Context: an optimization exercise on an open-source flow, tuned for small area, a short achievable clock period and few clock cycles. The choices shown serve that exercise and are no tape-out recipe.
Where RTL was checked, it was by simulation tests only, not by an equivalence proof against the original.
Function not checked in runs 1 and 2: the RTL went through the layout flow alone.
No activity file was given, so power comes from the tool's default toggle rates.

==> design/flow/design.v <==
package asba_pkg;
  localparam int ADC_W   = 12;
  localparam int SUM_W   = 20;
  localparam int CNT_W   = 8;
  localparam int SLOT_W  = 3;
  localparam int CHAN_W  = 3;
  localparam int UV_W    = 28;
  localparam int SCALE_W = 24;
  localparam int PROD_W  = ADC_W + SCALE_W;
  localparam int UV_SHIFT = 8;
  localparam int CFG_W   = 24;
  localparam int CFG_IDX_W = 3;
  localparam int DIV_CNT_W = 5;
  localparam logic [1:0] OP_START  = 2'd0;
  localparam logic [1:0] OP_RESULT = 2'd1;
  localparam logic [1:0] OP_STOP   = 2'd2;
  localparam logic [1:0] KIND_REQ  = 2'd0;
  localparam logic [1:0] KIND_AVG  = 2'd1;
  localparam logic [1:0] KIND_DONE = 2'd2;
  localparam logic [CFG_IDX_W-1:0] REG_SLOT_COUNT    = 3'd0;
  localparam logic [CFG_IDX_W-1:0] REG_CHANNEL_MAP   = 3'd1;
  localparam logic [CFG_IDX_W-1:0] REG_FILTER_LEN    = 3'd2;
  localparam logic [CFG_IDX_W-1:0] REG_ROUNDS_NEEDED = 3'd3;
  localparam logic [CFG_IDX_W-1:0] REG_SCALE_Q8      = 3'd4;
  localparam logic [3:0]         RST_SLOT_COUNT    = 4'd2;
  localparam logic [23:0]        RST_CHANNEL_MAP   = 24'd60;
  localparam logic [CNT_W-1:0]   RST_FILTER_LEN    = 8'd10;
  localparam logic [CNT_W-1:0]   RST_ROUNDS_NEEDED = 8'd20;
  localparam logic [SCALE_W-1:0] RST_SCALE_Q8      = 24'd156250;
  localparam logic [CNT_W-1:0] RND_MAX = 8'd255;
  typedef struct packed {
    logic [3:0]         slot_count;
    logic [23:0]        channel_map;
    logic [CNT_W-1:0]   filter_len;
    logic [CNT_W-1:0]   rounds_needed;
    logic [SCALE_W-1:0] scale_q8;
  } asba_cfg_t;
  typedef struct packed {
    logic              clear;
    logic              wr_latest;
    logic              acc;
    logic              take;
    logic              div_step;
    logic              mul;
    logic              load_out;
    logic [1:0]        kind;
    logic              last;
    logic [SLOT_W-1:0] idx;
  } asba_cmd_t;
  typedef struct packed {
    logic fire;
    logic round_short;
    logic out_free;
  } asba_sts_t;
endpackage
module adc_scan_block_averager_core #(
  parameter int MAX_SLOTS = 8,
  parameter int CODE_BITS = 12
) (
  input  logic        clk,
  input  logic        rst_n,
  input  logic        in_valid,
  output logic        in_ready,
  input  logic [1:0]  in_opcode,
  input  logic [11:0] in_adc_code,
  output logic        out_valid,
  input  logic        out_ready,
  output logic [1:0]  out_kind,
  output logic [2:0]  out_slot,
  output logic [2:0]  out_chan,
  output logic [11:0] out_avg_code,
  output logic [27:0] out_microvolts,
  output logic        out_last,
  input  logic        cfg_we,
  input  logic [2:0]  cfg_index,
  input  logic [23:0] cfg_wdata
);
  localparam int ROWS = 2;
  localparam int NS   = 12 / ROWS;
  logic [3:0]  sc_r;
  logic [2:0]  nm1;       
  logic [23:0] map_r;
  logic [7:0]  flen_r;
  logic [7:0]  f1_r;      
  logic [7:0]  f2_r;      
  logic [7:0]  rn_r;
  logic [23:0] scale_r;
  logic [25:0] s3_r;      
  always_ff @(posedge clk) begin
    if (!rst_n) begin
      sc_r    <= 4'd2;
      nm1     <= 3'd1;
      map_r   <= 24'd60;
      flen_r  <= 8'd10;
      f1_r    <= 8'd9;
      f2_r    <= 8'd8;
      rn_r    <= 8'd20;
      scale_r <= 24'd156250;
    end else if (cfg_we) begin
      case (cfg_index)
        3'd0: begin
          sc_r <= cfg_wdata[3:0];
          nm1  <= (cfg_wdata[3:0] == 4'd0) ? 3'd0 :
                  (cfg_wdata[3:0] > 4'd8) ? 3'd7 : 3'(cfg_wdata[3:0] - 4'd1);
        end
        3'd1: map_r   <= cfg_wdata[23:0];
        3'd2: begin
          flen_r <= cfg_wdata[7:0];
          f1_r   <= (cfg_wdata[7:0] == 8'd0) ? 8'd0 : cfg_wdata[7:0] - 8'd1;
          f2_r   <= (cfg_wdata[7:0] <= 8'd1) ? 8'd0 : cfg_wdata[7:0] - 8'd2;
        end
        3'd3: rn_r    <= cfg_wdata[7:0];
        3'd4: scale_r <= cfg_wdata[23:0];
        default: ;
      endcase
    end
  end
  always_ff @(posedge clk) s3_r <= 26'(scale_r) + {1'b0, scale_r, 1'b0};
  logic [11:0] latest_r [8];
  logic [19:0] sum_r    [8];
  logic [7:0]  cnt_r    [8];
  logic [7:0]  rnd_r    [8];
  logic [7:0]  zsc_r;
  logic [7:0]  zr_r;
  logic [7:0]  pend_r;
  logic       running_r;
  logic [2:0] pos_r;
  logic [7:0] posoh_r;   
  logic       rstd_r;    
  logic       fm_r;      
  logic       spec_r;    
  logic       wact_r;    
  logic [2:0] wptr_r;
  logic [7:0] woh_r;     
  logic        ov_r;
  logic [1:0]  ok_r;
  logic [2:0]  os_r;
  logic [2:0]  oc_r;
  logic [11:0] oa_r;
  logic [27:0] ou_r;
  logic        ol_r;
  logic roundend;
  assign roundend = pos_r >= nm1;
  logic acc, is_start, is_stop, is_res, res_run, rend;
  assign in_ready = !ov_r && !fm_r && !rstd_r;
  assign acc      = in_valid && in_ready;
  assign is_start = in_opcode == 2'd0;
  assign is_res   = in_opcode == 2'd1;
  assign is_stop  = in_opcode == 2'd2;
  assign res_run  = acc && is_res && running_r;
  assign rend     = res_run && roundend;
  logic [7:0]  rsel;
  logic [11:0] r_lat;
  logic [19:0] r_sum;
  logic [7:0]  r_cnt;
  logic        r_pend;
  assign rsel = wact_r ? woh_r : posoh_r;
  always_comb begin
    r_lat  = '0;
    r_sum  = '0;
    r_cnt  = '0;
    r_pend = 1'b0;
    for (int i = 0; i < 8; i++) begin
      r_lat  = r_lat | (latest_r[i] & {12{rsel[i]}});
      r_sum  = r_sum | (sum_r[i] & {20{rsel[i] & ~zsc_r[i]}});
      r_cnt  = r_cnt | (cnt_r[i] & {8{rsel[i] & ~zsc_r[i]}});
      r_pend = r_pend | (pend_r[i] & rsel[i]);
    end
  end
  logic [11:0] r_add;
  logic [11:0] r_x;
  logic [19:0] r_c;      
  logic [7:0]  r_cc;     
  logic [19:0] r_s;      
  logic [7:0]  r_div;    
  logic        r_fire;
  assign r_add  = (wact_r || r_pend) ? r_lat : 12'd0;
  assign r_x    = wact_r ? 12'd0 : in_adc_code;
  assign r_c    = r_sum + 20'(r_add);
  assign r_cc   = r_cnt + 8'(r_pend && !wact_r);
  assign r_s    = r_sum + 20'(r_add) + 20'(r_x);
  assign r_div  = r_cc + 8'd1;
  logic [7:0] fire_v;
  assign r_fire = wact_r ? (r_cnt >= f1_r) : |(fire_v & posoh_r);
  logic [7:0] act_v, done_v;
  logic       any_fire, all_done;
  always_comb begin
    for (int i = 0; i < 8; i++) begin
      act_v[i]  = 3'(i) <= nm1;
      fire_v[i] = (zsc_r[i] ? 8'd0 : cnt_r[i]) >= (pend_r[i] ? f2_r : f1_r);
      done_v[i] = zr_r[i] ? (rn_r == 8'd0) : (rnd_r[i] >= rn_r);
    end
    any_fire = |(fire_v & act_v);
    all_done = &(done_v | ~act_v);
  end
  logic       cv;
  logic [1:0] ckind;
  logic [2:0] cslot;
  logic [2:0] cchan;
  logic [2:0] pos_inc;
  assign pos_inc = pos_r + 3'd1;
  assign cv    = acc && (is_start || (is_res && running_r && !(roundend && any_fire)));
  assign ckind = (in_opcode[0] && roundend && all_done) ? 2'd2 : 2'd0;
  assign cslot = (in_opcode[0] && !roundend) ? pos_inc : 3'd0;
  assign cchan = (in_opcode[0] && roundend && all_done) ? 3'd0 : map_r[3*cslot +: 3];
  logic adv;
  assign adv = !ov_r || out_ready;
  logic        pv   [NS+1];
  logic [2:0]  ptag [NS+1];
  logic [7:0]  pr   [NS+1];
  logic [11:0] px   [NS+1];
  logic [7:0]  nr   [NS];
  logic [11:0] nx   [NS];
  logic        mv   [NS+1];
  logic [7:0]  c_sh;
  logic        busy;    
  logic        ld_avg;
  logic ld_now;
  logic full_up [NS+1];   
  assign ld_now = rend && spec_r && pv[NS] && adv && (!r_fire || r_div == c_sh);
  assign ld_avg = (fm_r || ld_now) && adv && pv[NS];
  always_comb begin
    full_up[NS] = 1'b1;
    for (int j = NS - 1; j >= 0; j--) full_up[j] = full_up[j+1] && pv[j+1];
    mv[NS] = ld_avg;
    for (int j = NS - 1; j >= 0; j--) mv[j] = pv[j] && (!full_up[j] || ld_avg);
    busy = 1'b0;
    for (int j = 0; j <= NS; j++) busy = busy | pv[j];
  end
  always_comb begin
    logic [8:0] t;
    logic [9:0] d;
    for (int j = 0; j < NS; j++) begin
      nr[j] = pr[j];
      nx[j] = px[j];
      for (int k = 0; k < ROWS; k++) begin
        t = {nr[j], nx[j][11]};
        d = {1'b0, t} - {2'b0, c_sh};
        nr[j] = d[9] ? t[7:0] : d[7:0];
        nx[j] = {nx[j][10:0], ~d[9]};
      end
    end
  end
  logic s0_free, c_ok;
  logic feed_arr, spec_fail, feed_walk, wstep, wlast;
  assign s0_free   = !pv[0] || mv[0];
  assign c_ok      = !busy || (r_div == c_sh);
  assign feed_arr  = res_run && spec_r && r_fire && (pos_r <= nm1) && s0_free && c_ok;
  assign spec_fail = res_run && r_fire && (pos_r <= nm1) && !(s0_free && c_ok);
  assign wstep     = wact_r && (!r_fire || (s0_free && c_ok));
  assign feed_walk = wstep && r_fire;
  assign wlast     = wptr_r == nm1;
  logic feed;
  assign feed = feed_arr || feed_walk;
  logic flush;
  assign flush = (acc && (is_start || is_stop)) || cfg_we;
  logic fast;
  assign fast = spec_r && !spec_fail;
  always_ff @(posedge clk) begin
    if (feed) begin
      pr[0]   <= r_s[19:12];
      px[0]   <= r_s[11:0];
      ptag[0] <= rsel[1] ? 3'd1 : rsel[2] ? 3'd2 : rsel[3] ? 3'd3 : rsel[4] ? 3'd4 :
                 rsel[5] ? 3'd5 : rsel[6] ? 3'd6 : rsel[7] ? 3'd7 : 3'd0;
      c_sh    <= r_div;
    end
    for (int j = 0; j < NS; j++) begin
      if (mv[j]) begin
        pr[j+1]   <= nr[j];
        px[j+1]   <= nx[j];
        ptag[j+1] <= ptag[j];
      end
    end
  end
  always_ff @(posedge clk) begin
    if (!rst_n || flush || (rend && !(any_fire && fast))) begin
      for (int j = 0; j <= NS; j++) pv[j] <= 1'b0;
    end else begin
      pv[0] <= feed || (pv[0] && !mv[0]);
      for (int j = 0; j < NS; j++) pv[j+1] <= mv[j] || (pv[j+1] && !mv[j+1]);
    end
  end
  function automatic void csa(input logic [35:0] a, input logic [35:0] b,
                              input logic [35:0] c, output logic [35:0] s,
                              output logic [35:0] cy);
    s  = a ^ b ^ c;
    cy = ((a & b) | (a & c) | (b & c)) << 1;
  endfunction
  logic [11:0] q;
  logic [35:0] prod;
  assign q = px[NS];
  always_comb begin
    logic [35:0] pp [6];
    logic [35:0] l1 [4];
    logic [35:0] l2 [3];
    logic [35:0] l3 [2];
    logic [25:0] m;
    for (int k = 0; k < 6; k++) begin
      case (q[2*k +: 2])
        2'd0: m = 26'd0;
        2'd1: m = 26'(scale_r);
        2'd2: m = {1'b0, scale_r, 1'b0};
        default: m = s3_r;
      endcase
      pp[k] = 36'(m) << (2 * k);
    end
    csa(pp[0], pp[1], pp[2], l1[0], l1[1]);
    csa(pp[3], pp[4], pp[5], l1[2], l1[3]);
    csa(l1[0], l1[1], l1[2], l2[0], l2[1]);
    l2[2] = l1[3];
    csa(l2[0], l2[1], l2[2], l3[0], l3[1]);
    prod = l3[0] + l3[1];
  end
  logic [2:0] etag;
  logic [7:0] eoh;       
  logic [7:0] e_rnd;
  assign etag = ptag[NS];
  always_comb begin
    e_rnd = '0;
    for (int i = 0; i < 8; i++) begin
      eoh[i] = etag == 3'(i);
      e_rnd  = e_rnd | (rnd_r[i] & {8{eoh[i] & ~zr_r[i]}});
    end
  end
  always_ff @(posedge clk) begin
    for (int i = 0; i < 8; i++) begin
      if (res_run && posoh_r[i]) begin
        latest_r[i] <= in_adc_code;
        sum_r[i]    <= r_c;
        cnt_r[i]    <= r_cc;
      end
      if (ld_avg && eoh[i]) begin
        rnd_r[i] <= (e_rnd == 8'hFF) ? e_rnd : e_rnd + 8'd1;
      end
    end
  end
  always_ff @(posedge clk) begin
    if (!rst_n) begin
      zsc_r  <= '1;
      zr_r   <= '1;
      pend_r <= '0;
    end else if (acc && is_start) begin
      zsc_r  <= '1;
      zr_r   <= '1;
      pend_r <= '0;
    end else begin
      for (int i = 0; i < 8; i++) begin
        if (rend && act_v[i]) begin
          if (fire_v[i] && fast) begin
            zsc_r[i]  <= 1'b1;
            pend_r[i] <= 1'b0;
          end else if (fire_v[i]) begin
            zsc_r[i]  <= posoh_r[i] ? 1'b0 : zsc_r[i];
            pend_r[i] <= 1'b0;
          end else begin
            zsc_r[i]  <= posoh_r[i] ? 1'b0 : zsc_r[i];
            pend_r[i] <= 1'b1;
          end
        end else if (res_run && posoh_r[i]) begin
          zsc_r[i]  <= 1'b0;
          pend_r[i] <= 1'b0;
        end else if (wstep && woh_r[i] && r_fire) begin
          zsc_r[i]  <= 1'b1;
        end
        if (ld_avg && eoh[i]) zr_r[i] <= 1'b0;
      end
    end
  end
  logic ld_fin;
  assign ld_fin = fm_r && adv && !wact_r && !busy;
  always_ff @(posedge clk) begin
    if (!rst_n) begin
      running_r <= 1'b0;
      pos_r     <= '0;
      posoh_r   <= 8'd1;
      rstd_r    <= 1'b1;
      fm_r      <= 1'b0;
      spec_r    <= 1'b1;
      wact_r    <= 1'b0;
      wptr_r    <= '0;
      woh_r     <= 8'd1;
      ov_r      <= 1'b0;
      oa_r      <= '0;
      ou_r      <= '0;
    end else begin
      rstd_r <= 1'b0;
      if (acc) begin
        if (is_start) begin
          running_r <= 1'b1;
          pos_r     <= '0;
          posoh_r   <= 8'd1;
          spec_r    <= 1'b1;
        end else if (is_stop) begin
          running_r <= 1'b0;
        end else if (res_run) begin
          if (!roundend) begin
            pos_r   <= pos_inc;
            posoh_r <= {posoh_r[6:0], 1'b0};
            if (spec_fail) spec_r <= 1'b0;
          end else begin
            pos_r   <= '0;
            posoh_r <= 8'd1;
            spec_r  <= 1'b1;
            if (any_fire) begin
              fm_r <= 1'b1;
              if (!fast) wact_r <= 1'b1;
            end else if (all_done) begin
              running_r <= 1'b0;
            end
          end
        end
      end
      if (cfg_we && pos_r != 3'd0) spec_r <= 1'b0;
      if (wstep) begin
        if (wlast) begin
          wact_r <= 1'b0;
          wptr_r <= '0;
          woh_r  <= 8'd1;
        end else begin
          wptr_r <= wptr_r + 3'd1;
          woh_r  <= {woh_r[6:0], 1'b0};
        end
      end
      if (ld_fin) begin
        fm_r <= 1'b0;
        if (all_done) running_r <= 1'b0;
      end
      if (ld_avg) begin
        ov_r <= 1'b1;
        ok_r <= 2'd1;
        os_r <= etag;
        oc_r <= map_r[3*etag +: 3];
        oa_r <= q;
        ou_r <= prod[35:8];
        ol_r <= 1'b0;
      end else if (ld_fin) begin
        ov_r <= 1'b1;
        ok_r <= all_done ? 2'd2 : 2'd0;
        os_r <= '0;
        oc_r <= all_done ? 3'd0 : map_r[2:0];
        oa_r <= '0;
        ou_r <= '0;
        ol_r <= 1'b1;
      end else if (cv && !out_ready) begin
        ov_r <= 1'b1;
        ok_r <= ckind;
        os_r <= cslot;
        oc_r <= cchan;
        oa_r <= '0;
        ou_r <= '0;
        ol_r <= 1'b1;
      end else if (out_ready) begin
        ov_r <= 1'b0;
      end
    end
  end
  assign out_valid      = ov_r || cv;
  assign out_kind       = ov_r ? ok_r : ckind;
  assign out_slot       = ov_r ? os_r : cslot;
  assign out_chan       = ov_r ? oc_r : cchan;
  assign out_avg_code   = oa_r;
  assign out_microvolts = ou_r;
  assign out_last       = ov_r ? ol_r : 1'b1;
endmodule
==> design/flow/run.sh <==
#!/bin/bash
# synth_recipe.tcl (not shown) runs the flow's synth.tcl, then flattens the netlist and writes it again
# the make line also repeats each setting of config.mk as NAME=value (left out here)
make -C /OpenROAD-flow-scripts/flow DESIGN_CONFIG=/design/flow/config.mk WORK_HOME=/design/flow/orfs CLKGATE_MAP_FILE= SYNTH_SCRIPT=/design/flow/synth_recipe.tcl finish
==> design/flow/config.mk <==
export PLATFORM = sky130hd
export DESIGN_NAME = adc_scan_block_averager_core
export DESIGN_NICKNAME = adc_scan_block_averager_core
export VERILOG_FILES = /design/flow/design.v
export SDC_FILE = /design/flow/constraint.sdc
export NUM_CORES = 4
export LEC_CHECK = 0
export CAP_MARGIN = 20
export CORE_MARGIN = 2
export CORE_UTILIZATION = 50
export SETUP_SLACK_MARGIN = 2.2
export SLEW_MARGIN = 20
==> design/flow/constraint.sdc <==
create_clock -name core_clock -period 7.0 [get_ports {clk}]
set_input_delay 1.4000 -clock core_clock [delete_from_list [all_inputs] [get_ports {clk}]]
set_output_delay 1.4000 -clock core_clock [all_outputs]
set_load 0.01 [all_outputs]
==> run_results.csv, run 1 <==
group,metric,value,unit
status,status,"no timing/DRC/antenna violations",
floorplanning,die-area,0.0931,mm2
placed_design,place_hpwl,89400,um
routing,wl_per_cell,23.6,um
clocking,cts_tree,"built",
setup_path,r2r-end,"pr[0][7]",
setup_path,cp.required,5600,ps
clocking,cts.path.max_buffers,3,
pwr,netSwitchingFraction,25.0,%
setup_path,critPathCaptureType,"output port",
timing,worst_slew_pin_slew,1160,ps
global_route,grt_first_pass_wirelength,213000,um
synthesis,synth_nets,4699,
global_route,grt_remaining_overflow,0,
timing,slew_headroom,22.4,%
floorplanning,core_area,0.0899,mm2
timing,setup_tns,0,ps
setup_path,cp.depth,15,
setup_path,crit_top_cell,"a21o_1",
cells_and_area,fill_cells,7009,
placed_design,placed_area,0.0482,mm2
placed_design,gp_congestion,0.955,
cells_and_area,syn2layout_area_growth,28.1,%
setup_path,worstPathArrival,3810,ps
setup_path,crit_family,"compound AO/OA/AOI/OAI gates",
min_path,worstHoldStart,"px[3][0]",
floorplanning,die_x,305,um
min_path,hold_class,"reg -> reg",
pwr,pwr-share-clk,43.4,%
setup_path,crit_chain,"buf_6 > ha_4 > nand2b_4 > a21o_1 > a21o_1 > a21o_1 > a211o_1 > a21oi_2 > o21ai_2 > a41oi_2 > a2111o_1 > buf_6 > and3_4 > o31a_1 > buf_2",
setup_path,criticalPathCategory,"reg -> out",
synthesis,synth_seq_cells,754,
floorplanning,die_h,305,um
synthesis,synthArstFlopShare,0,%
routing,ant_nets,0,
synthesis,ys_seq_area_share,45.5,%
timing,skew,48.9,ps
synthesis,synth.distinct_cells,92,
pwr,power_switching,2.61,mW
timing,hold_ws,408,ps
setup_path,timing.rr.start,"posoh_r[1]",
pwr,p_seq_share,46.3,%
cells_and_area,finish.instance_area,0.0580,mm2
run,maxCapViolCount,0,
setup_path,cp_slowest_cell,"dfxtp_4",
cells_and_area,drive_gt1_share,25.4,%
setup_path,path_max_fanout,6,
timing,setup_viol,0,
synthesis,synthCells,4209,
timing,fin_crit,5210,ps
floorplanning,fp-row-count,110,
routing,viasPerCell,5.99,
floorplanning,initial_core_util,50.4,%
placed_design,portBuffers,96,
synthesis,synth_area_per_cell,10.8,um2
pwr,power.density,180,mW/mm2
global_route,grt_antenna_before_repair,2,
clocking,cts_hold_buf,0,
synthesis,ys.flop_type,"edfxtp_1",
pwr,peakVddDrop,200,uV
synthesis,netlist_area,0.0453,mm2
timing,hold_viol_final,0,
timing,fmax,0.192,GHz
setup_path,r2r_slack,1800,ps
clocking,cts.sinks,754,
synthesis,yosys_warnings,17,
pwr,comb_power_share,10.3,%
setup_path,r2r_cells,25,
global_route,grt_max_degree,88,
routing,dr_total_vias,35700,
routing,dr.pass1.iters,6,
setup_path,critPathLaunchType,"flop",
timing,drv_slew,0,
cells_and_area,final_nets,5196,
clocking,clock_latency,690,ps
placed_design,dp.cells,5377,
pwr,power_leakage,22.8,nW
cells_and_area,fin_cells,5956,
clocking,cts_root_buf,"clkbuf_16",
min_path,holdPathStages,0,
routing,wl,141000,um
synthesis,synth-edff-count,554,
min_path,hold_path_end,"px[4][2]",
clocking,cts_max_level,3,
setup_path,crit_buf_inv,3,
clocking,cts_made_buffers,84,
timing,rsz0062_at_grt,"yes",
pwr,internal_power,7.83,mW
clocking,clk_transition_reported_paths,60,ps
routing,drt_iter0_drc,3089,
floorplanning,ios,97,
timing,period_share,74.5,%
global_route,track_usage,29.5,%
routing,drc_errors,0,
setup_path,max_stage_delay,380,ps
global_route,grt_pass1_vias,35300,
==> cell type report <==
type                       instances  area [um2]  area share [%]
tap                             1176        1470            2.53
timing repair buffer             607        6280            10.8
multi-input combinational       2958       25500            44.0
clock buffer                      96        2180            3.75
inverter                         300        1190            2.06
antenna                            2        5.00         0.00862
sequential                       754       20700            35.7
clock inverter                    62         648            1.12
timing repair inverter             1        7.51          0.0129
==> worst max path at each step <==
stage                    from           to
finish                rn_r[0]  out_chan[2]
global route           wact_r     pr[0][7]
CTS                  zsc_r[6]    out_valid
detailed placement     wact_r     pr[0][7]
global placement    pend_r[3]    out_valid
floorplan             c_sh[1]     pr[5][2]
==> cell families after synthesis <==
group,synth area share (%)
DFF,45.5
AOI/OAI and AO/OA,15.0
muxes,7.23
and+or+nand+nor,10.8
buffers and inverters,4.30
adders and majority gates,14.0
xor gates and xnor gates,3.13
==> through the flow <==
step | setup slack, ps | power (mW) | util (%)
after floorplan | 1800 | 5.55 | -
after global placement | 1040 | 5.79 | 53.6
after detailed placement | 941 | 5.80 | 53.6
after CTS | 1760 | 10.4 | 62.4
after global routing | 1640 | 10.8 | 64.6
final | 1790 | 10.4 | 64.6
==> layer usage <==
metal | part of all wire, % | global-route usage (%)
met2 | 49 | 50.3
met3 | 6.3 | 3.94
met5 | 0 | 0
met4 | 3.6 | 10.6
met1 | 41 | 38.4
==> repair_timing <==
action | in CTS | in global routing
gates resized for setup | 516 | 268
cloned | 27 | 6
pin swaps | 162 | 171
buffers inserted | 302 | 83
endpoints found under the setup margin | 453 | 417
==> synth_stat cells, types with 13 or more instances <==
library cell,n,area share [%]
a2111oi_0,13,0.25
a211oi_1,20,0.33
a21o_1,85,1.4
a21oi_1,236,2.6
a221oi_1,25,0.48
a22o_1,38,0.73
a22oi_1,148,2.5
a31oi_1,36,0.50
and2_1,22,0.30
and3_1,21,0.29
buf_1,25,0.21
clkbuf_1,162,1.3
dfxtp_1,200,8.8
edfxtp_1,554,37
fa_1,103,4.5
ha_1,341,9.4
inv_1,297,2.5
mux2_2,59,1.5
mux2i_1,239,5.3
nand2_1,368,3.0
nand2b_1,71,0.98
nand3_1,62,0.68
nand4_1,35,0.48
nor2_1,222,1.8
nor2b_1,108,1.5
nor3_1,47,0.52
o211ai_1,16,0.27
o21a_1,15,0.25
o21ai_0,235,2.6
o21bai_1,13,0.22
o32ai_1,27,0.52
o32ai_2,16,0.57
or3_1,21,0.29
xnor2_1,117,2.3
xor2_1,38,0.73
==> power groups by stage <==
stage | Sequential, mW | Combinational [mW] | Clock (mW)
floorplan | 4.89 | 0.658 | 0
global placement | 4.93 | 0.865 | 0
detailed placement | 4.93 | 0.873 | 0
CTS | 4.83 | 1.01 | 4.60
global route | 4.83 | 1.18 | 4.77
finish | 4.83 | 1.07 | 4.53
==> registers in the layout, summed over array words and instances (netlist names), 26 cells and up <==
register	count
pr	48
px	84
s3_r	26
rnd_r	64
sum_r	160
latest_r	96
cnt_r	64
ou_r	28
==> layout by cell type, fill, tap and decap left out, types with 21 or more instances in the layout <==
cell and count:
ha_4 39, buf_4 347, mux2_4 22, clkdlybuf4s50_1 90, nand3_1 57, dfxtp_2 27
nand4_1 35, a21oi_1 178, xor2_1 33, xnor2_1 103, nor2b_1 101, a22oi_1 141
mux2_2 43, dfxtp_1 160, nor3_1 39, a31oi_1 25, mux2i_1 229, a21o_1 83
fa_1 99, buf_6 74, inv_2 21, buf_12 61, o21ai_2 50, inv_1 262
clkbuf_16 90, ha_1 300, a22o_1 37, o32ai_1 23, a21oi_2 43, o21ai_1 52
nand2b_1 66, o21ai_0 128, edfxtp_1 554, nand2_1 347, nor2_1 189
==> inputs of run 2 (changes only) <==
--- a/design/flow/config.mk
+++ b/design/flow/config.mk
@@ -9,4 +9,4 @@
 export CORE_MARGIN = 2
 export CORE_UTILIZATION = 50
-export SETUP_SLACK_MARGIN = 2.2
+export SETUP_SLACK_MARGIN = 2.8
 export SLEW_MARGIN = 20
==> run_results.csv, run 2 <==
group,metric,value,unit
status,status,"no timing/DRC/antenna violations",
run,maxCapViolCount,0,
routing,dr_total_vias,36400,
synthesis,synth.top_cells.by_count,"edfxtp_1 (554), nand2_1 (368), ha_1 (341)",
timing,fin_crit,5350,ps
routing,drt_iter0_drc,3114,
setup_path,criticalPathCategory,"reg -> out",
synthesis,synthCells,4209,
synthesis,synth_top_cell_area_share,36.7,%
placed_design,portBuffers,96,
synthesis,synth_seq_cells,754,
synthesis,yosys_warnings,17,
timing,drv_slew,0,
timing,slew_headroom,23.7,%
pwr,power_leakage,23.6,nW
clocking,cts_root_buf,"clkbuf_16",
cells_and_area,top_regs,"sum_r: 160 flops, latest_r: 96 flops, px: 84 flops",
cells_and_area,drive_gt1_share,29.2,%
timing,rsz0062_at_grt,"yes",
placed_design,dp.cells,5351,
timing,fmax,0.187,GHz
floorplanning,ios,97,
cells_and_area,layout_common_cells,"edfxtp_1 (554), buf_4 (353), nand2_1 (346), ha_1 (283), inv_1 (247)",
cells_and_area,largest_reg_flops,160,
synthesis,netlist_area,0.0453,mm2
setup_path,cp.required,5600,ps
clocking,cts.path.max_buffers,3,
timing,worst_slew_pin_slew,1140,ps
cells_and_area,final_nets,5277,
placed_design,gp_congestion,0.907,
cells_and_area,multi_input_area,0.0266,mm2
pwr,peakVddDrop,258,uV
synthesis,ys_seq_area_share,45.5,%
clocking,cts_tree,"built",
pwr,power,10.5,mW
timing,skew,31.5,ps
synthesis,synth-edff-count,554,
floorplanning,fp-row-count,110,
routing,drc_errors,0,
timing,period_share,76.4,%
cells_and_area,final_common_cell,"edfxtp_1",
clocking,cts_made_buffers,84,
global_route,grt_remaining_overflow,0,
cells_and_area,regArea,0.0207,mm2
cells_and_area,fin_cells,6032,
clocking,cts_max_level,3,
min_path,hold_class,"reg -> reg",
placed_design,place_hpwl,88900,um
global_route,grt_max_degree,71,
global_route,grt_first_pass_wirelength,217000,um
synthesis,synth_area_per_cell,10.8,um2
routing,ant_nets,0,
global_route,grt_antenna_before_repair,2,
routing,viasPerCell,6.03,
routing,dr.pass1.iters,6,
cells_and_area,utilization,66.8,%
setup_path,critPathLaunchType,"flop",
routing,wl,146000,um
cells_and_area,syn2layout_area_growth,32.5,%
timing,hold_viol_final,0,
synthesis,yosysTopAreaCell,"edfxtp_1",
timing,setup_tns,0,ps
floorplanning,die_x,305,um
setup_path,worstPathArrival,3950,ps
synthesis,ys_top_cells_by_area,"edfxtp_1 (37%), ha_1 (9.4%), dfxtp_1 (8.8%), mux2i_1 (5.3%), fa_1 (4.5%)",
floorplanning,core_area,0.0899,mm2
floorplanning,initial_core_util,50.4,%
setup_path,critPathCaptureType,"output port",
floorplanning,die_h,305,um
global_route,track_usage,30.4,%
routing,wl_per_cell,24.3,um
global_route,grt_pass1_vias,35300,
synthesis,synth.most_common_cell,"edfxtp_1",
synthesis,synth.distinct_cells,92,
setup_path,path_max_fanout,11,
floorplanning,die-area,0.0931,mm2
clocking,cts_hold_buf,0,
synthesis,synth_nets,4699,
pwr,power.density,174,mW/mm2
synthesis,synthArstFlopShare,0,%
synthesis,ys.flop_type,"edfxtp_1",
timing,setup_viol,0,
clocking,clock_latency,670,ps
cells_and_area,largest-register,"sum_r",
clocking,cts.sinks,754,
clocking,clk_transition_reported_paths,60,ps
cells_and_area,fill_cells,6695,
## run 2: cell types whose count changed in the layout (fill, tap and decap cells not counted), sizes merged, moves of 3 or more
cell	previous run	this run
buf	507	579
inv	291	296
clkinvlp	23	17
bufinv	8	5
clkinv	41	30
clkbuf	102	110
o221a	1	4
## run 2: what timing repair did
action / in CTS / in global routing
cloned: 47 / 2
resized for setup: 607 / 273
endpoints found under the setup margin: 516 / 464
pin swaps: 247 / 273
setup buffers: 369 / 108
## run 2: stage by stage
| stage | setup slack (ps) | hold WS (ps) | instance area, um2 |
|---|---|---|---|
| final | 1650 | 393 | 60100 |
| after global routing | 1460 | 406 | 60100 |
| after CTS | 1660 | 395 | 57800 |
| after detailed placement | 661 | 405 | 48500 |
| after global placement | 850 | 401 | 48500 |
| after floorplan | 1800 | 366 | 46700 |
## run 2: logic make-up (layout without fill, tap and decap cells)
group	count (synthesis)	count (layout)	share of synthesized area (%)
AOI/OAI and AO/OA	1017	1025	15.0
xor gates and xnor gates	158	158	3.13
adders and majority gates	445	445	14.0
buffers and inverters	503	1134	4.30
DFF	754	754	45.5
muxes	309	312	7.23
other	0	1	0
and+or+nand+nor	1023	1027	10.8
## run 2: power breakdown
group | internal, mW | switching (mW)
clock network | 2.56 | 1.89
registers | 4.77 | 0.0692
logic | 0.568 | 0.625
## run 2: layer usage
metal / routed length, um / global-route usage (%) / vias to the layer above
met1: 59100 / 38.9 / 18000
li1: - / - / 16600
met5: 0 / 0 / -
met3: 9070 / 4.33 / 364
met4: 7170 / 12.9 / 0
met2: 71100 / 51.7 / 1349
## run 2: worst paths after layout
path | from | to | slack, ps | depth (start not counted)
setup / recovery | zsc_r[0] | out_valid | 1650 | 14
hold / removal | px[2][2] | px[3][4] | 390 | 0
setup reg to reg | wact_r | pr[0][7] | 1670 | 27
hold reg to reg | px[2][2] | px[3][4] | 390 | 0
## run 2: critical path, cell delays in order, from the launching register on
cell	delay (ps)
dfxtp_4	550
nand2b_1	210
ha_4	210
nand2b_4	120
a21o_1	150
a21o_1	190
a21o_1	190
a21o_1	230
a2111oi_4	420
buf_4	180
o211ai_1	110
o32ai_2	190
a211o_1	210
a21o_1	180
buf_2	150
## run 2: final cells by class
| cell class | count | share of cell area [%] |
|---|---|---|
| Timing Repair Buffer | 679 | 12.1 |
| Tap cell | 1176 | 2.45 |
| Clock buffer | 107 | 3.87 |
| Clock inverter | 47 | 0.733 |
| Inverter | 300 | 2.00 |
| Timing Repair inverter | 1 | 0.0125 |
| Multi-Input combinational cell | 2967 | 44.3 |
| Antenna cell | 1 | 0.00417 |
| Sequential cell | 754 | 34.5 |
==> inputs of run 3 (changes only) <==
--- a/design/flow/design.v
+++ b/design/flow/design.v
@@ -131,6 +131,7 @@
   logic       spec_r;    
   logic       wact_r;    
-  logic [2:0] wptr_r;
-  logic [7:0] woh_r;     
+  logic       dirty_r;   
+  logic       any_fire_r;
+  logic       all_done_r;
   logic        ov_r;
   logic [1:0]  ok_r;
@@ -143,5 +144,5 @@
   assign roundend = pos_r >= nm1;
   logic acc, is_start, is_stop, is_res, res_run, rend;
-  assign in_ready = !ov_r && !fm_r && !rstd_r;
+  assign in_ready = !ov_r && !fm_r && !rstd_r && !(dirty_r && roundend);
   assign acc      = in_valid && in_ready;
   assign is_start = in_opcode == 2'd0;
@@ -155,5 +156,5 @@
   logic [7:0]  r_cnt;
   logic        r_pend;
-  assign rsel = wact_r ? woh_r : posoh_r;
+  assign rsel = posoh_r;
   always_comb begin
     r_lat  = '0;
@@ -200,8 +201,8 @@
   logic [2:0] pos_inc;
   assign pos_inc = pos_r + 3'd1;
-  assign cv    = acc && (is_start || (is_res && running_r && !(roundend && any_fire)));
-  assign ckind = (in_opcode[0] && roundend && all_done) ? 2'd2 : 2'd0;
+  assign cv    = acc && (is_start || (is_res && running_r && !(roundend && any_fire_r)));
+  assign ckind = (in_opcode[0] && roundend && all_done_r) ? 2'd2 : 2'd0;
   assign cslot = (in_opcode[0] && !roundend) ? pos_inc : 3'd0;
-  assign cchan = (in_opcode[0] && roundend && all_done) ? 3'd0 : map_r[3*cslot +: 3];
+  assign cchan = (in_opcode[0] && roundend && all_done_r) ? 3'd0 : map_r[3*cslot +: 3];
   logic adv;
   assign adv = !ov_r || out_ready;
@@ -214,9 +215,13 @@
   logic        mv   [NS+1];
   logic [7:0]  c_sh;
+  logic [7:0]  csm1;     
+  logic [7:0]  csm2;     
+  logic        ceq;      
   logic        busy;    
   logic        ld_avg;
   logic ld_now;
   logic full_up [NS+1];   
-  assign ld_now = rend && spec_r && pv[NS] && adv && (!r_fire || r_div == c_sh);
+  assign ceq    = r_cnt == ((r_pend && !wact_r) ? csm2 : csm1);
+  assign ld_now = rend && spec_r && pv[NS] && adv && (!r_fire || ceq);
   assign ld_avg = (fm_r || ld_now) && adv && pv[NS];
   always_comb begin
@@ -245,10 +250,10 @@
   logic feed_arr, spec_fail, feed_walk, wstep, wlast;
   assign s0_free   = !pv[0] || mv[0];
-  assign c_ok      = !busy || (r_div == c_sh);
+  assign c_ok      = !busy || ceq;
   assign feed_arr  = res_run && spec_r && r_fire && (pos_r <= nm1) && s0_free && c_ok;
   assign spec_fail = res_run && r_fire && (pos_r <= nm1) && !(s0_free && c_ok);
   assign wstep     = wact_r && (!r_fire || (s0_free && c_ok));
   assign feed_walk = wstep && r_fire;
-  assign wlast     = wptr_r == nm1;
+  assign wlast     = pos_r == nm1;
   logic feed;
   assign feed = feed_arr || feed_walk;
@@ -264,4 +269,6 @@
                  rsel[5] ? 3'd5 : rsel[6] ? 3'd6 : rsel[7] ? 3'd7 : 3'd0;
       c_sh    <= r_div;
+      csm1    <= r_cc;
+      csm2    <= r_cc - 8'd1;
     end
     for (int j = 0; j < NS; j++) begin
@@ -274,5 +281,5 @@
   end
   always_ff @(posedge clk) begin
-    if (!rst_n || flush || (rend && !(any_fire && fast))) begin
+    if (!rst_n || flush || (rend && !(any_fire_r && fast))) begin
       for (int j = 0; j <= NS; j++) pv[j] <= 1'b0;
     end else begin
@@ -360,5 +367,5 @@
           zsc_r[i]  <= 1'b0;
           pend_r[i] <= 1'b0;
-        end else if (wstep && woh_r[i] && r_fire) begin
+        end else if (wstep && posoh_r[i] && r_fire) begin
           zsc_r[i]  <= 1'b1;
         end
@@ -378,11 +385,15 @@
       spec_r    <= 1'b1;
       wact_r    <= 1'b0;
-      wptr_r    <= '0;
-      woh_r     <= 8'd1;
+      dirty_r   <= 1'b1;
+      any_fire_r <= 1'b0;
+      all_done_r <= 1'b0;
       ov_r      <= 1'b0;
       oa_r      <= '0;
       ou_r      <= '0;
     end else begin
-      rstd_r <= 1'b0;
+      rstd_r     <= 1'b0;
+      dirty_r    <= cfg_we || (acc && is_start) || rend || fm_r;
+      any_fire_r <= any_fire;
+      all_done_r <= all_done;
       if (acc) begin
         if (is_start) begin
@@ -402,8 +413,8 @@
             posoh_r <= 8'd1;
             spec_r  <= 1'b1;
-            if (any_fire) begin
+            if (any_fire_r) begin
               fm_r <= 1'b1;
               if (!fast) wact_r <= 1'b1;
-            end else if (all_done) begin
+            end else if (all_done_r) begin
               running_r <= 1'b0;
             end
@@ -414,10 +425,10 @@
       if (wstep) begin
         if (wlast) begin
-          wact_r <= 1'b0;
-          wptr_r <= '0;
-          woh_r  <= 8'd1;
+          wact_r  <= 1'b0;
+          pos_r   <= '0;
+          posoh_r <= 8'd1;
         end else begin
-          wptr_r <= wptr_r + 3'd1;
-          woh_r  <= {woh_r[6:0], 1'b0};
+          pos_r   <= pos_inc;
+          posoh_r <= {posoh_r[6:0], 1'b0};
         end
       end
==> run_results.csv, run 3 <==
group,metric,value,unit
status,status,"no timing/DRC/antenna violations",
cells_and_area,layout_common_cells,"edfxtp_1 (569), buf_4 (336), ha_1 (295), nand2_1 (251), inv_1 (226)",
global_route,grt_remaining_overflow,0,
synthesis,synth.distinct_cells,91,
routing,drc_errors,0,
placed_design,portBuffers,96,
setup_path,crit_family,"compound AO/OA/AOI/OAI gates",
cells_and_area,syn2layout_area_growth,24.7,%
synthesis,ys_top_cells_by_area,"edfxtp_1 (38%), ha_1 (9.4%), dfxtp_1 (8.5%), fa_1 (4.5%), mux2_2 (4.3%)",
synthesis,synthCells,4083,
floorplanning,core_area,0.0900,mm2
pwr,comb_power_share,11.4,%
cells_and_area,final_nets,5005,
cells_and_area,n_antenna_cell,0,
synthesis,synth_area_per_cell,11.1,um2
floorplanning,die-area,0.0933,mm2
setup_path,critPathCaptureType,"flop",
clocking,clk_transition_reported_paths,60,ps
clocking,cts_made_buffers,83,
setup_path,crit_buf_inv,4,
synthesis,synthArstFlopShare,0,%
cells_and_area,multi_input_area,0.0253,mm2
routing,viasPerCell,5.96,
timing,drv_slew,0,
pwr,peakVddDrop,271,uV
cells_and_area,utilization,62.9,%
routing,wl,133000,um
routing,dr_total_vias,34300,
pwr,power_leakage,22.4,nW
floorplanning,fp-row-count,110,
routing,drt_iter0_drc,3031,
min_path,hold_class,"reg -> reg",
pwr,power.density,183,mW/mm2
global_route,grt_first_pass_wirelength,201000,um
cells_and_area,drive_gt1_share,26.0,%
timing,hold_viol_final,0,
clocking,clock_latency,680,ps
synthesis,synth-edff-count,569,
floorplanning,initial_core_util,50.5,%
global_route,grt_max_degree,77,
pwr,pwr-share-clk,41.6,%
floorplanning,ios,97,
floorplanning,die_x,305,um
synthesis,yosys_warnings,17,
setup_path,cp_slowest_cell,"fa_1",
cells_and_area,largest-register,"sum_r",
placed_design,place_hpwl,86400,um
synthesis,ys_seq_area_share,46.1,%
synthesis,netlist_area,0.0454,mm2
setup_path,worstPathArrival,5770,ps
floorplanning,die_h,305,um
clocking,cts.path.max_buffers,3,
pwr,netSwitchingFraction,24.7,%
timing,period_share,74.5,%
cells_and_area,top_regs,"sum_r: 160 flops, latest_r: 96 flops, px: 84 flops",
timing,slew_headroom,31.4,%
synthesis,synth_top_cell_area_share,37.6,%
setup_path,crit_top_cell,"fa_1",
timing,skew,41.6,ps
routing,ant_nets,0,
timing,fmax,0.192,GHz
clocking,cts.sinks,761,
timing,fin_crit,5210,ps
cells_and_area,regArea,0.0210,mm2
setup_path,max_stage_delay,560,ps
synthesis,synth.most_common_cell,"edfxtp_1",
routing,dr.pass1.iters,6,
timing,setup_tns,0,ps
global_route,track_usage,27.8,%
timing,setup_viol,0,
cells_and_area,final_common_cell,"edfxtp_1",
run,maxCapViolCount,0,
cells_and_area,fill_cells,7177,
setup_path,crit_chain,"buf_6 > clkbuf_16 > mux2_2 > a22o_1 > fa_1 > inv_1 > fa_1 > inv_1 > fa_1 > ha_4 > o21a_1 > o21a_1 > o21ai_2 > a31oi_4 > o31ai_4 > o31ai_4 > a211oi_2 > o21bai_2 > a21oi_2 > mux2i_1 > a221o_1",
setup_path,path_max_fanout,11,
global_route,grt_pass1_vias,33700,
synthesis,synth_seq_cells,761,
synthesis,synth_nets,4573,
pwr,internal_power,7.83,mW
clocking,cts_max_level,3,
synthesis,yosysTopAreaCell,"edfxtp_1",
setup_path,cp.required,7560,ps
timing,rsz0062_at_grt,"yes",
synthesis,synth.top_cells.by_count,"edfxtp_1 (569), ha_1 (341), nand2_1 (268)",
setup_path,critPathLaunchType,"flop",
cells_and_area,largest_reg_flops,160,
synthesis,ys.flop_type,"edfxtp_1",
pwr,p_seq_share,47.0,%
clocking,cts_root_buf,"clkbuf_16",
routing,wl_per_cell,23.1,um
setup_path,criticalPathCategory,"reg -> reg",
clocking,cts_tree,"built",
timing,worst_slew_pin_slew,1030,ps
placed_design,gp_congestion,0.902,
global_route,grt_antenna_before_repair,1,
pwr,power_switching,2.56,mW
-- run 3: cell families after synthesis --
logic type / synth area share (%)
buf+inv: 4.00
simple gates: 10.2
mux: 6.78
xor+xnor: 2.97
fa+ha+maj: 13.9
compound gates: 16.0
flops: 46.1
-- run 3: final timing paths --
| kind | from | endpoint | slack, ps | cells after the start |
|---|---|---|---|---|
| worst max-delay path | px[6][6] | ou_r[27] | 1790 | 21 |
| worst min-delay path | px[1][2] | px[2][4] | 400 | 0 |
| worst max register to register | px[6][6] | ou_r[27] | 1790 | 21 |
| worst min register to register | px[1][2] | px[2][4] | 400 | 0 |
-- run 3: power by group through the flow --
stage	registers (mW)	logic, mW	clock network [mW]
after floorplan	4.94	0.728	0
after global placement	4.98	0.950	0
after detailed placement	4.98	0.955	0
after CTS	4.88	1.11	4.39
after global routing	4.89	1.30	4.56
final	4.89	1.19	4.32
-- run 3: cell type report --
type	count	area share [%]
multi-input cells	2856	44.6
clock inverters	40	0.777
inverters	257	1.78
clock buffers	113	3.92
well taps	1176	2.60
repair buffers	556	9.26
flip-flops and latches	761	37.0
-- run 3: repair_timing --
item	CTS	global route
resized for setup	361	234
hold buffers	0	0
buffers inserted	243	88
gates cloned	10	5
pin swaps	156	134
setup endpoints to repair	467	429
-- run 3: metal layers --
metal / part of all wire, % / global-route usage (%) / vias up
li1: - / - / 16000
met1: 43 / 37.0 / 16900
met2: 48 / 46.5 / 1157
met3: 5.7 / 4.06 / 262
met4: 3.5 / 9.20 / 0
met5: 0 / 0 / -
-- run 3: worst reg2reg max path, cell delays in order, from the launching register on --
cell and delay (ps):
edfxtp_1 500, buf_6 170, clkbuf_16 170, mux2_2 340, a22o_1 200, fa_1 560
inv_1 60, fa_1 470, inv_1 50, fa_1 550, ha_4 220, o21a_1 160
o21a_1 170, o21ai_2 200, a31oi_4 140, o31ai_4 100, o31ai_4 100, a211oi_2 260
o21bai_2 120, a21oi_2 170, mux2i_1 100, a221o_1 290
-- run 3: through the flow --
stage	total power, mW	instance area (um2)	cells	hold WS [ps]	setup WS [ps]
after floorplan	5.67	46200	4083	366	2010
after global placement	5.93	48500	5260	401	1180
after detailed placement	5.94	48500	5260	405	1100
after CTS	10.4	54900	5666	401	1830
after global routing	10.8	56700	5759	419	1590
final	10.4	56700	5759	402	1790
Testbench counts of run 3, summed over its fixed seeds: cycles 9,084.
==> inputs of run 4 (changes only) <==
--- a/design/flow/config.mk
+++ b/design/flow/config.mk
@@ -9,4 +9,4 @@
 export CORE_MARGIN = 2
 export CORE_UTILIZATION = 50
-export SETUP_SLACK_MARGIN = 2.8
+export SETUP_SLACK_MARGIN = 2.0
 export SLEW_MARGIN = 20
==> run_results.csv, run 4 <==
group,metric,value,unit
status,status,"no timing/DRC/antenna violations",
setup_path,crit_family,"compound AO/OA/AOI/OAI gates",
run,maxCapViolCount,0,
min_path,hold_class,"reg -> reg",
setup_path,worstPathArrival,5810,ps
setup_path,cp_slowest_cell,"fa_1",
timing,worst_slew_pin_slew,1110,ps
pwr,netSwitchingFraction,23.9,%
setup_path,crit_top_cell,"fa_1",
global_route,grt_pass1_vias,33100,
min_path,holdPathStages,0,
routing,dr.pass1.iters,6,
cells_and_area,final_common_cell,"edfxtp_1",
timing,fmax,0.190,GHz
synthesis,synth_nets,4573,
clocking,cts.path.max_buffers,3,
placed_design,portBuffers,96,
cells_and_area,n_antenna_cell,0,
synthesis,netlist_area,0.0454,mm2
routing,wl_per_cell,23.2,um
pwr,power_switching,2.55,mW
routing,ant_nets,0,
routing,drc_errors,0,
synthesis,yosysTopAreaCell,"edfxtp_1",
setup_path,r2r_slack,1740,ps
timing,hold_ws,412,ps
synthesis,synth_area_per_cell,11.1,um2
min_path,worstHoldStart,"px[4][1]",
pwr,pwr-share-clk,42.9,%
cells_and_area,syn2layout_area_growth,18.5,%
cells_and_area,largest-register,"sum_r",
floorplanning,die_h,305,um
clocking,clk_transition_reported_paths,60,ps
cells_and_area,layout_common_cells,"edfxtp_1 (569), ha_1 (321), nand2_1 (260), buf_4 (244), inv_1 (232)",
clocking,cts_made_buffers,84,
synthesis,synth.top_cells.by_count,"edfxtp_1 (569), ha_1 (341), nand2_1 (268)",
floorplanning,die_x,305,um
clocking,cts_tree,"built",
cells_and_area,final_nets,4854,
timing,slew_headroom,24.0,%
pwr,comb_power_share,11.1,%
timing,drv_slew,0,
clocking,cts.sinks,761,
synthesis,synth_seq_cells,761,
cells_and_area,largest_reg_flops,160,
floorplanning,die-area,0.0933,mm2
global_route,grt_first_pass_wirelength,199000,um
floorplanning,core_area,0.0900,mm2
cells_and_area,utilization,59.8,%
setup_path,crit_chain,"buf_8 > mux2_4 > a22o_1 > fa_1 > inv_1 > fa_1 > inv_2 > fa_1 > ha_4 > a21o_1 > a21o_1 > a21oi_2 > nand2_2 > o31ai_4 > o31ai_4 > a211oi_2 > o21bai_2 > a21oi_2 > mux2i_1 > a221o_1",
placed_design,place_hpwl,87600,um
global_route,grt_antenna_before_repair,0,
routing,viasPerCell,6.00,
synthesis,synthArstFlopShare,0,%
synthesis,ys_top_cells_by_area,"edfxtp_1 (38%), ha_1 (9.4%), dfxtp_1 (8.5%), fa_1 (4.5%), mux2_2 (4.3%)",
synthesis,ys.flop_type,"edfxtp_1",
setup_path,path_max_fanout,6,
pwr,power,10.6,mW
synthesis,synth.most_common_cell,"edfxtp_1",
routing,wl,130000,um
floorplanning,fp-row-count,110,
setup_path,cp.depth,20,
timing,setup_tns,0,ps
setup_path,crit_buf_inv,3,
synthesis,synth-edff-count,569,
synthesis,synth.distinct_cells,91,
synthesis,synthCells,4083,
timing,rsz0062_at_grt,"yes",
timing,skew,32.9,ps
timing,hold_viol_final,0,
floorplanning,initial_core_util,50.5,%
setup_path,max_stage_delay,550,ps
setup_path,crit_start,"px[6][2]",
pwr,internal_power,8.09,mW
synthesis,yosys_warnings,17,
global_route,track_usage,27.3,%
routing,dr_total_vias,33700,
placed_design,gp_congestion,0.907,
clocking,cts_max_level,3,
setup_path,critPathCaptureType,"flop",
timing,period_share,75.1,%
routing,drt_iter0_drc,3290,
clocking,clock_latency,670,ps
floorplanning,ios,97,
pwr,power_leakage,21.2,nW
cells_and_area,top_regs,"sum_r: 160 flops, latest_r: 96 flops, px: 84 flops",
pwr,power.density,197,mW/mm2
synthesis,ys_seq_area_share,46.1,%
cells_and_area,drive_gt1_share,18.9,%
timing,fin_crit,5260,ps
setup_path,r2r_cells,20,
setup_path,timing.rr.start,"px[6][2]",
cells_and_area,fill_cells,7503,
global_route,grt_remaining_overflow,0,
timing,setup_viol,0,
setup_path,criticalPathCategory,"reg -> reg",
pwr,p_seq_share,46.0,%
clocking,cts_root_buf,"clkbuf_16",
synthesis,synth_top_cell_area_share,37.6,%
pwr,peakVddDrop,201,uV
global_route,grt_max_degree,47,
setup_path,critPathLaunchType,"flop",
setup_path,cp.required,7550,ps
## run 4: cell counts after synthesis
Identical to the previous run, type by type.
## run 4: per-layer routing
| layer | vias up | wire, um | GRT usage, % |
|---|---|---|---|
| li1 | 15700 | - | - |
| met1 | 16500 | 55900 | 36.8 |
| met2 | 1190 | 61500 | 45.1 |
| met3 | 283 | 7530 | 3.63 |
| met4 | 0 | 5090 | 9.97 |
| met5 | - | 0 | 0 |
## run 4: path summary, 6_finish.rpt
path / end
min reg2reg: px[5][3]
max reg2reg: ou_r[27]
max: ou_r[27]
min: px[5][3]
## run 4: cells by family (layout without fill, tap and decap cells)
kind of cell	after synthesis	in the layout	synth area share [%]
xor+xnor	154	154	2.97
simple gates	944	944	10.2
flops	761	761	46.1
compound gates	1034	1038	16.0
fa+ha+maj	445	445	13.9
mux	276	276	6.78
buf+inv	469	816	4.00
## run 4: per-stage QoR
step           std cells  worst slack (ps)  area, um2
2_1_floorplan       4083              1920      45700
3_3_place_gp        5274              1220      48200
3_5_place_dp        5274              1140      48200
4_1_cts             5509              1820      52400
5_1_grt             5610              1490      53800
6_report            5610              1740      53800
## run 4: worst register-to-register path, stage by stage (launching register included)
cell,delay [ps]
edfxtp_1,510
buf_8,200
mux2_4,300
a22o_1,200
fa_1,550
inv_1,50
fa_1,480
inv_2,40
fa_1,550
ha_4,220
a21o_1,160
a21o_1,190
a21oi_2,170
nand2_2,100
o31ai_4,340
o31ai_4,120
a211oi_2,310
o21bai_2,120
a21oi_2,160
mux2i_1,90
a221o_1,280
## run 4: power by group through the flow
| stage | logic (mW) | clock network, mW | registers, mW |
|---|---|---|---|
| detailed placement | 0.890 | 0 | 4.98 |
| floorplan | 0.664 | 0 | 4.94 |
| global placement | 0.885 | 0 | 4.98 |
| CTS | 1.01 | 4.65 | 4.89 |
| finish | 1.18 | 4.56 | 4.89 |
| global route | 1.29 | 4.82 | 4.89 |
## run 4: timing repair
action                                  in CTS  in global routing
gates resized for setup                    159                136
buffers inserted                            69                 94
hold buffers                                 0                  0
endpoints found under the setup margin     227                164
gates cloned                                10                  5
pin swaps                                   47                 99
## run 4: cell type report
class                           count  area [um2]  share of cell area (%)
Multi-Input combinational cell   2857       23900                    44.3
Sequential cell                   761       21000                    38.9
Timing Repair Buffer              403        3730                    6.93
Clock buffer                      107        2210                    4.10
Tap cell                         1176        1470                    2.73
Inverter                          257         987                    1.83
Clock inverter                     49         618                    1.15
==> inputs of run 5 (changes only) <==
--- a/design/flow/config.mk
+++ b/design/flow/config.mk
@@ -8,5 +8,5 @@
 export CAP_MARGIN = 20
 export CORE_MARGIN = 2
-export CORE_UTILIZATION = 50
+export CORE_UTILIZATION = 65
 export SETUP_SLACK_MARGIN = 2.0
 export SLEW_MARGIN = 20
==> run_results.csv, run 5 <==
group,metric,value,unit
pwr,power_leakage,21.4,nW
timing,hold_viol_final,0,
global_route,grt_max_degree,82,
routing,drt_iter0_drc,3894,
clocking,cts_made_buffers,80,
clocking,cts_hold_buf,0,
synthesis,ys_seq_area_share,46.1,%
min_path,hold_class,"reg -> reg",
timing,drv_slew,0,
placed_design,dp.cells,5016,
cells_and_area,largest_reg_flops,160,
timing,worst_slew_pin_slew,1100,ps
min_path,worstHoldStart,"px[5][5]",
floorplanning,die_h,268,um
placed_design,portBuffers,96,
clocking,clk_transition_reported_paths,60,ps
cells_and_area,multi_input_area,0.0243,mm2
synthesis,yosys_warnings,17,
routing,dr.pass1.iters,6,
setup_path,cp.required,7540,ps
cells_and_area,layout_common_cells,"edfxtp_1 (569), ha_1 (314), nand2_1 (257), buf_4 (252), inv_1 (222)",
setup_path,crit_family,"adder cells",
placed_design,place_hpwl,86700,um
cells_and_area,syn2layout_area_growth,19.2,%
synthesis,synthArstFlopShare,0,%
setup_path,critPathLaunchType,"flop",
cells_and_area,n_antenna_cell,0,
timing,setup_viol,0,
global_route,track_usage,36.1,%
setup_path,criticalPathCategory,"reg -> reg",
global_route,grt_pass1_vias,35300,
cells_and_area,fill_cells,4252,
floorplanning,fp-row-count,96,
floorplanning,ios,97,
cells_and_area,drive_gt1_share,21.0,%
cells_and_area,largest-register,"sum_r",
global_route,grt_remaining_overflow,0,
floorplanning,die-area,0.0720,mm2
synthesis,synth.top_cells.by_count,"edfxtp_1 (569), ha_1 (341), nand2_1 (268)",
synthesis,synth.most_common_cell,"edfxtp_1",
pwr,power.density,193,mW/mm2
min_path,holdPathStages,0,
synthesis,synth_nets,4573,
synthesis,synth_top_cell_area_share,37.6,%
setup_path,max_stage_delay,600,ps
cells_and_area,utilization,78.6,%
clocking,cts.path.max_buffers,3,
synthesis,synth.distinct_cells,91,
timing,rsz0062_at_grt,"yes",
setup_path,r2r_cells,22,
timing,slew_headroom,25.9,%
setup_path,cp_slowest_cell,"fa_2",
setup_path,critPathCaptureType,"flop",
synthesis,synth_seq_cells,761,
clocking,clock_latency,660,ps
synthesis,ys_top_cells_by_area,"edfxtp_1 (38%), ha_1 (9.4%), dfxtp_1 (8.5%), fa_1 (4.5%), mux2_2 (4.3%)",
cells_and_area,regArea,0.0210,mm2
floorplanning,die_x,268,um
placed_design,gp_congestion,0.963,
global_route,grt_antenna_before_repair,1,
setup_path,worstPathArrival,5880,ps
routing,viasPerCell,6.61,
routing,dr_total_vias,35600,
timing,skew,57.9,ps
setup_path,crit_start,"px[6][4]",
timing,fmax,0.187,GHz
cells_and_area,fin_cells,5389,
routing,wl_per_cell,25.4,um
cells_and_area,top_regs,"sum_r: 160 flops, latest_r: 96 flops, px: 84 flops",
synthesis,synthCells,4083,
clocking,cts_tree,"built",
timing,period_share,76.3,%
synthesis,synth_area_per_cell,11.1,um2
cells_and_area,final_common_cell,"edfxtp_1",
floorplanning,core_area,0.0689,mm2
pwr,peakVddDrop,282,uV
synthesis,ys.flop_type,"edfxtp_1",
setup_path,crit_chain,"buf_12 > nor2b_4 > buf_6 > buf_4 > a22o_1 > fa_1 > inv_1 > fa_1 > inv_1 > fa_2 > ha_4 > a22oi_2 > nand2_1 > nor2_2 > nand2_2 > o31ai_4 > o31ai_4 > a211oi_2 > o21bai_2 > a21oi_2 > mux2i_1 > a221o_1",
synthesis,netlist_area,0.0454,mm2
setup_path,timing.rr.start,"px[6][4]",
run,maxCapViolCount,0,
timing,setup_tns,0,ps
synthesis,yosysTopAreaCell,"edfxtp_1",
setup_path,cp.depth,22,
routing,wl,137000,um
cells_and_area,final_nets,4885,
floorplanning,initial_core_util,65.9,%
timing,hold_ws,418,ps
status,status,"no timing/DRC/antenna violations",
pwr,power,10.5,mW
clocking,cts_root_buf,"clkbuf_16",
synthesis,synth-edff-count,569,
setup_path,path_max_fanout,6,
setup_path,crit_buf_inv,5,
routing,ant_nets,0,
timing,fin_crit,5340,ps
clocking,cts_max_level,3,
routing,drc_errors,0,
clocking,cts.sinks,761,
global_route,grt_first_pass_wirelength,200000,um
[run 5: changes by cell type in the layout (fill, tap and decap cells not counted), sizes merged]
cell,delta
buf,+39
inv,-13
bufinv,-6
clkinv,+6
a211o,-3
clkbuf,+3
clkinvlp,-2
a21o,+1
clkdlybuf4s15,-1
clkdlybuf4s50,-1
dlymetal6s2s,+1
[run 5: layout make-up]
class,instances,share of cell area [%]
Sequential cell,761,38.7
Clock inverter,33,0.866
Inverter,257,1.83
Tap cell,931,2.15
Timing Repair Buffer,439,7.52
Multi-Input combinational cell,2855,44.9
Timing Repair inverter,1,0.0139
Clock buffer,112,4.05
[run 5: timing repair]
item	CTS	global route
pin swaps	61	110
gates resized for setup	190	242
setup endpoints to repair	225	289
cloned	11	3
setup buffers	97	117
[run 5: final timing paths]
check / to / slack, ps
setup / recovery: ou_r[27] / 1660
hold / removal: px[6][7] / 420
setup reg to reg: ou_r[27] / 1660
hold reg to reg: px[6][7] / 420
[run 5: kinds of logic after synthesis]
group,share of synthesized area (%)
flops,46.1
mux,6.78
fa+ha+maj,13.9
simple gates,10.2
xor+xnor,2.97
compound gates,16.0
buf+inv,4.00
[run 5: metal layers]
metal | track usage [%] | vias up | routed length [um]
li1 | - | 15700 | -
met3 | 5.56 | 470 | 11400
met5 | 0 | - | 0
met1 | 46.4 | 17400 | 52700
met4 | 16.8 | 0 | 7170
met2 | 60.4 | 2034 | 65500
[run 5: power breakdown]
part / total [mW] / leakage, nW / switching (mW) / internal, mW
clock network: 4.30 / 1.27 / 1.85 / 2.45
logic: 1.26 / 13.2 / 0.674 / 0.591
registers: 4.89 / 6.89 / 0.0709 / 4.82
[run 5: worst reg2reg max path, stage by stage (launching register included)]
cell,delay [ps]
edfxtp_1,430
buf_12,170
nor2b_4,150
buf_6,160
buf_4,150
a22o_1,240
fa_1,480
inv_1,60
fa_1,560
inv_1,80
fa_2,600
ha_4,220
a22oi_2,190
nand2_1,140
nor2_2,140
nand2_2,100
o31ai_4,280
o31ai_4,110
a211oi_2,290
o21bai_2,110
a21oi_2,170
mux2i_1,100
a221o_1,290
[run 5: through the flow]
stage	instance area, um2	setup WS, ps
detailed placement	47800	1110
finish	54200	1660
floorplan	45700	1920
CTS	52300	1790
global placement	47800	1270
global route	54200	1500

[what the ideal ports hide]
The results above use ideal ports. As a check the final layouts listed here were re-extracted and re-timed, cells and wires unchanged. Step 1: set_driving_cell puts a clkbuf_16 on clk and a buf_2 on each other input, an assumption about the parent block. Step 2 adds t to the input delays and takes it off the output delays; t is the mean of the earliest and latest rising clock arrival at the registers after step 1. Input paths then give back, and output paths get back, about the clock's delay inside the block. a / b / c = ideal / step 1 / step 2; a / b = the first two.
run	t (ns)	setup WS [ns]	clock arrival spread, ns	worst slew at a driven data input, ns
run 1	0.736	1.785 / 1.720 / 1.801	0.049 / 0.049	0.11
run 2	0.722	1.653 / 1.586 / 1.666	0.033 / 0.033	0.13
run 3	0.728	1.788 / 1.788 / 1.788	0.042 / 0.042	0.08
run 4	0.716	1.742 / 1.742 / 1.742	0.033 / 0.033	0.09
run 5	0.711	1.656 / 1.656 / 1.656	0.070 / 0.070	0.05
After both steps every run listed still meets setup and hold.
